Context: an optimization exercise on an open-source flow, tuned for small area, a short achievable clock period and few clock cycles per item. The choices shown serve that exercise and are no tape-out recipe. Where RTL was checked, it was by simulation tests only, not by an equivalence proof against the original. Power figures rest on the tool's default switching activity, not on a simulated workload.

## 10-11
==> module ooo_core, before the edit <==
module ooo_core (
    input  logic       clk,
    input  logic       rst,
    input  logic       in_valid,
    input  logic [2:0] in_op,
    input  logic [2:0] in_dst,
    input  logic [2:0] in_src_a,
    input  logic [2:0] in_src_b,
    input  logic [7:0] in_imm,
    output logic       retire_valid,
    output logic [2:0] retire_dst,
    output logic [7:0] retire_value
);
    logic       x_valid;
    logic [2:0] x_dst;
    logic [1:0] x_op;
    logic [7:0] x_a;
    logic [7:0] x_b;
    logic       x_fwd_a;
    logic       x_fwd_b;
    logic [7:0] regfile [8];
    logic       ldi;
    logic [7:0] a;
    logic [7:0] b;
    logic [7:0] sum;
    logic [7:0] result;
    logic [7:0] wdata;
    logic [7:0] wen;
    logic       rst_q;
    logic [7:0] sel_a;
    logic [7:0] sel_b;
    logic [7:0] rd_a;
    logic [7:0] rd_b;
    assign ldi = in_op[2];
    always_comb begin
        rd_a = '0;
        rd_b = '0;
        for (int r = 0; r < 8; r++) begin
            sel_a[r] = !rst && !rst_q && in_src_a == 3'(r);
            sel_b[r] = !rst && !rst_q && !ldi && in_src_b == 3'(r);
            rd_a = rd_a | (regfile[r] & {8{sel_a[r]}});
            rd_b = rd_b | (regfile[r] & {8{sel_b[r]}});
        end
    end
    always_ff @(posedge clk) begin
        rst_q <= rst;
        x_valid <= in_valid && !rst;
        x_dst <= in_dst;
        x_op <= ldi ? 2'd0 : in_op[1:0];
        x_a <= (ldi && !rst) ? in_imm : rd_a;
        x_b <= rd_b;
        x_fwd_a <= !rst && !ldi && x_valid && in_src_a == x_dst;
        x_fwd_b <= !rst && !ldi && x_valid && in_src_b == x_dst;
    end
    assign a = x_fwd_a ? retire_value : x_a;
    assign b = x_fwd_b ? retire_value : x_b;
    logic [7:0] bx;
    logic [7:0] pg_p [4];
    logic [7:0] pg_g [4];
    logic       sub;
    logic [7:0] gen;
    assign sub = x_op[0] && !x_op[1];
    assign bx = b ^ {8{sub}};
    assign gen = a & bx;
    always_comb begin
        pg_p[0] = a ^ bx;
        pg_g[0] = gen;
        pg_g[0][0] = gen[0] | (pg_p[0][0] & sub);
        for (int l = 0; l < 3; l++) begin
            for (int i = 0; i < 8; i++) begin
                if (i >= (1 << l)) begin
                    pg_g[l+1][i] = pg_g[l][i] | (pg_p[l][i] & pg_g[l][i-(1<<l)]);
                    pg_p[l+1][i] = pg_p[l][i] & pg_p[l][i-(1<<l)];
                end else begin
                    pg_g[l+1][i] = pg_g[l][i];
                    pg_p[l+1][i] = pg_p[l][i];
                end
            end
        end
        sum[0] = pg_p[0][0] ^ sub;
        for (int i = 1; i < 8; i++) begin
            sum[i] = pg_p[0][i] ^ pg_g[3][i-1];
        end
    end
    always_comb begin
        case (x_op)
            2'd2:    result = gen;
            2'd3:    result = pg_p[0];
            default: result = sum;
        endcase
    end
    assign wdata = result;
    for (genvar r = 0; r < 8; r++) begin : g_wen
        assign wen[r] = rst_q || (x_valid && x_dst == 3'(r));
    end
    always_ff @(posedge clk) begin
        for (int r = 0; r < 8; r++) begin
            if (wen[r]) begin
                regfile[r] <= wdata;
            end
        end
    end
    always_ff @(posedge clk) begin
        retire_valid <= x_valid && !rst;
        retire_dst <= x_dst;
        retire_value <= result;
    end
endmodule
export LEC_CHECK = 0
export ABC_AREA = 1
export CAP_MARGIN = 20
export CORE_MARGIN = 2
export CORE_UTILIZATION = 40
export PLACE_DENSITY = 0.6
export SETUP_SLACK_MARGIN = 5
export SLEW_MARGIN = 20
export TNS_END_PERCENT = 100
create_clock -name core_clock -period 8.0 [get_ports {clk}]
standard.sh (not shown) runs the stock make flow with config.mk's settings and CLKGATE_MAP_FILE= SYNTH_SCRIPT=/design/flow/synth_recipe.tcl, a recipe that flattens the netlist after the stock synthesis.
==> flow/flow/run.sh <==
#!/bin/bash
# The standard layout, with three changes:
#  - synthesis maps logic with an area-oriented ABC script (flow/area.abc) and
#    without ORFS's half/full-adder cell mapping; registers are mapped exactly
#    as in the standard synthesis, which runs the same script otherwise;
#  - timing repair aims below the limit the standard settings allow;
#  - ports are buffered with buf_2 cells instead of the cell buffer_ports picks.
# Each step's full log is in orfs/logs; make's own output is in standard_flow.log.
set -euo pipefail
here=$(pwd)
export MY_ABC_SCRIPT=$here/flow/area.abc
bash standard.sh SYNTH_SCRIPT=$here/flow/synth.tcl ADDER_MAP_FILE= SETUP_SLACK_MARGIN=${MARGIN:-5.4} "BUFFER_PORTS_ARGS=-buffer_cell sky130_fd_sc_hd__buf_2" finish > standard_flow.log 2>&1
==> flow/flow/area.abc <==
strash
ifraig
scorr
dc2
strash
&get -n
&dch -f
&nf
&put
topo
stime -c
==> flow/flow/synth.tcl <==
proc synth {args} { yosys synth -nofsm -noshare {*}$args }
# Map logic with the area-oriented ABC script given in MY_ABC_SCRIPT instead of ORFS's
proc abc {args} {
  set i [lsearch -exact $args -script]
  if {$i >= 0} { set args [lreplace $args $i [expr {$i + 1}] -script $::env(MY_ABC_SCRIPT)] }
  yosys abc {*}$args
}
source $::env(SCRIPTS_DIR)/synth.tcl
# left out here: clear keep_hierarchy, flatten, clean up, hide names made inside functions, write 1_2_yosys.v
What 08-16 does differently from 10-11 at the input level:
--- a/flow/design.v
+++ b/flow/design.v
@@ -40,10 +40,10 @@
     always_comb begin
         rd_a = '0;
         rd_b = '0;
         for (int r = 0; r < 8; r++) begin
-            sel_a[r] = !rst && !rst_q && in_src_a == 3'(r);
-            sel_b[r] = !rst && !rst_q && !ldi && in_src_b == 3'(r);
+            sel_a[r] = !rst_q && in_src_a == 3'(r);
+            sel_b[r] = !rst_q && !ldi && in_src_b == 3'(r);
             rd_a = rd_a | (regfile[r] & {8{sel_a[r]}});
             rd_b = rd_b | (regfile[r] & {8{sel_b[r]}});
         end
     end
@@ -51,12 +51,12 @@
         rst_q <= rst;
         x_valid <= in_valid && !rst;
         x_dst <= in_dst;
         x_op <= ldi ? 2'd0 : in_op[1:0];
-        x_a <= (ldi && !rst) ? in_imm : rd_a;
+        x_a <= ldi ? in_imm : rd_a;
         x_b <= rd_b;
-        x_fwd_a <= !rst && !ldi && x_valid && in_src_a == x_dst;
-        x_fwd_b <= !rst && !ldi && x_valid && in_src_b == x_dst;
+        x_fwd_a <= !ldi && x_valid && in_src_a == x_dst;
+        x_fwd_b <= !ldi && x_valid && in_src_b == x_dst;
     end
     assign a = x_fwd_a ? retire_value : x_a;
     assign b = x_fwd_b ? retire_value : x_b;
     logic [7:0] bx;
@@ -93,9 +93,9 @@
             2'd3:    result = pg_p[0];
             default: result = sum;
         endcase
     end
-    assign wdata = result;
+    assign wdata = rst_q ? 8'd0 : result;
     for (genvar r = 0; r < 8; r++) begin : g_wen
         assign wen[r] = rst_q || (x_valid && x_dst == 3'(r));
     end
     always_ff @(posedge clk) begin
--- outcome ---
[compare] base=10-11 new=08-16: design area -280 µm², final-layout worst hold slack -0.051 ns, number of different library cells in the post-synthesis netlist moved down. 08-16 ended with every stage complete and zero timing, DRC or antenna violations. In the reports for 08-16 and 10-11, the larger multi-input gate share of the layout cell area belongs to 10-11. In the reports for 08-16 and 10-11, the larger clock network fraction of design power belongs to 08-16. Delta (08-16 minus 10-11): count of clock buffers in the final design decreased by 3 relative to the old numbers, worst setup margin decreased by 0.043 ns relative to the old numbers.
Testbench counts of 08-16, summed over its fixed seeds: cycles 4,816, items 4,800.
No functional check of the RTL was part of 10-11.

-- re-timing with driven ports --
The results above use ideal ports. As a check the final layouts listed here were re-extracted and re-timed, cells and wires unchanged. Step 1 assumes that a clkbuf_16 drives the clock port and a buf_2 every other input. Step 2 moves the port delays by t, midway between the first and last clock arrival at a register: inputs arrive t later, outputs are due t later. That takes back most of the time a late clock gives input paths. a / b / c = no drivers / after step 1 / after step 2; a / b = the first two.
run | t, ns | setup WS [ns] | latest minus earliest clock arrival (ns) | pins driven straight from the clock port
10-11 | 0.392 | 5.332 / 5.339 / 4.947 | 0.007 / 0.007 | 1
08-16 | 0.381 | 5.288 / 5.305 / 4.924 | 0.021 / 0.021 | 1
After both steps setup and hold are still met in every run listed. The setup slack of 10-11, which loses most, moves by +0.007 ns with the drivers and by -0.385 ns with both steps.
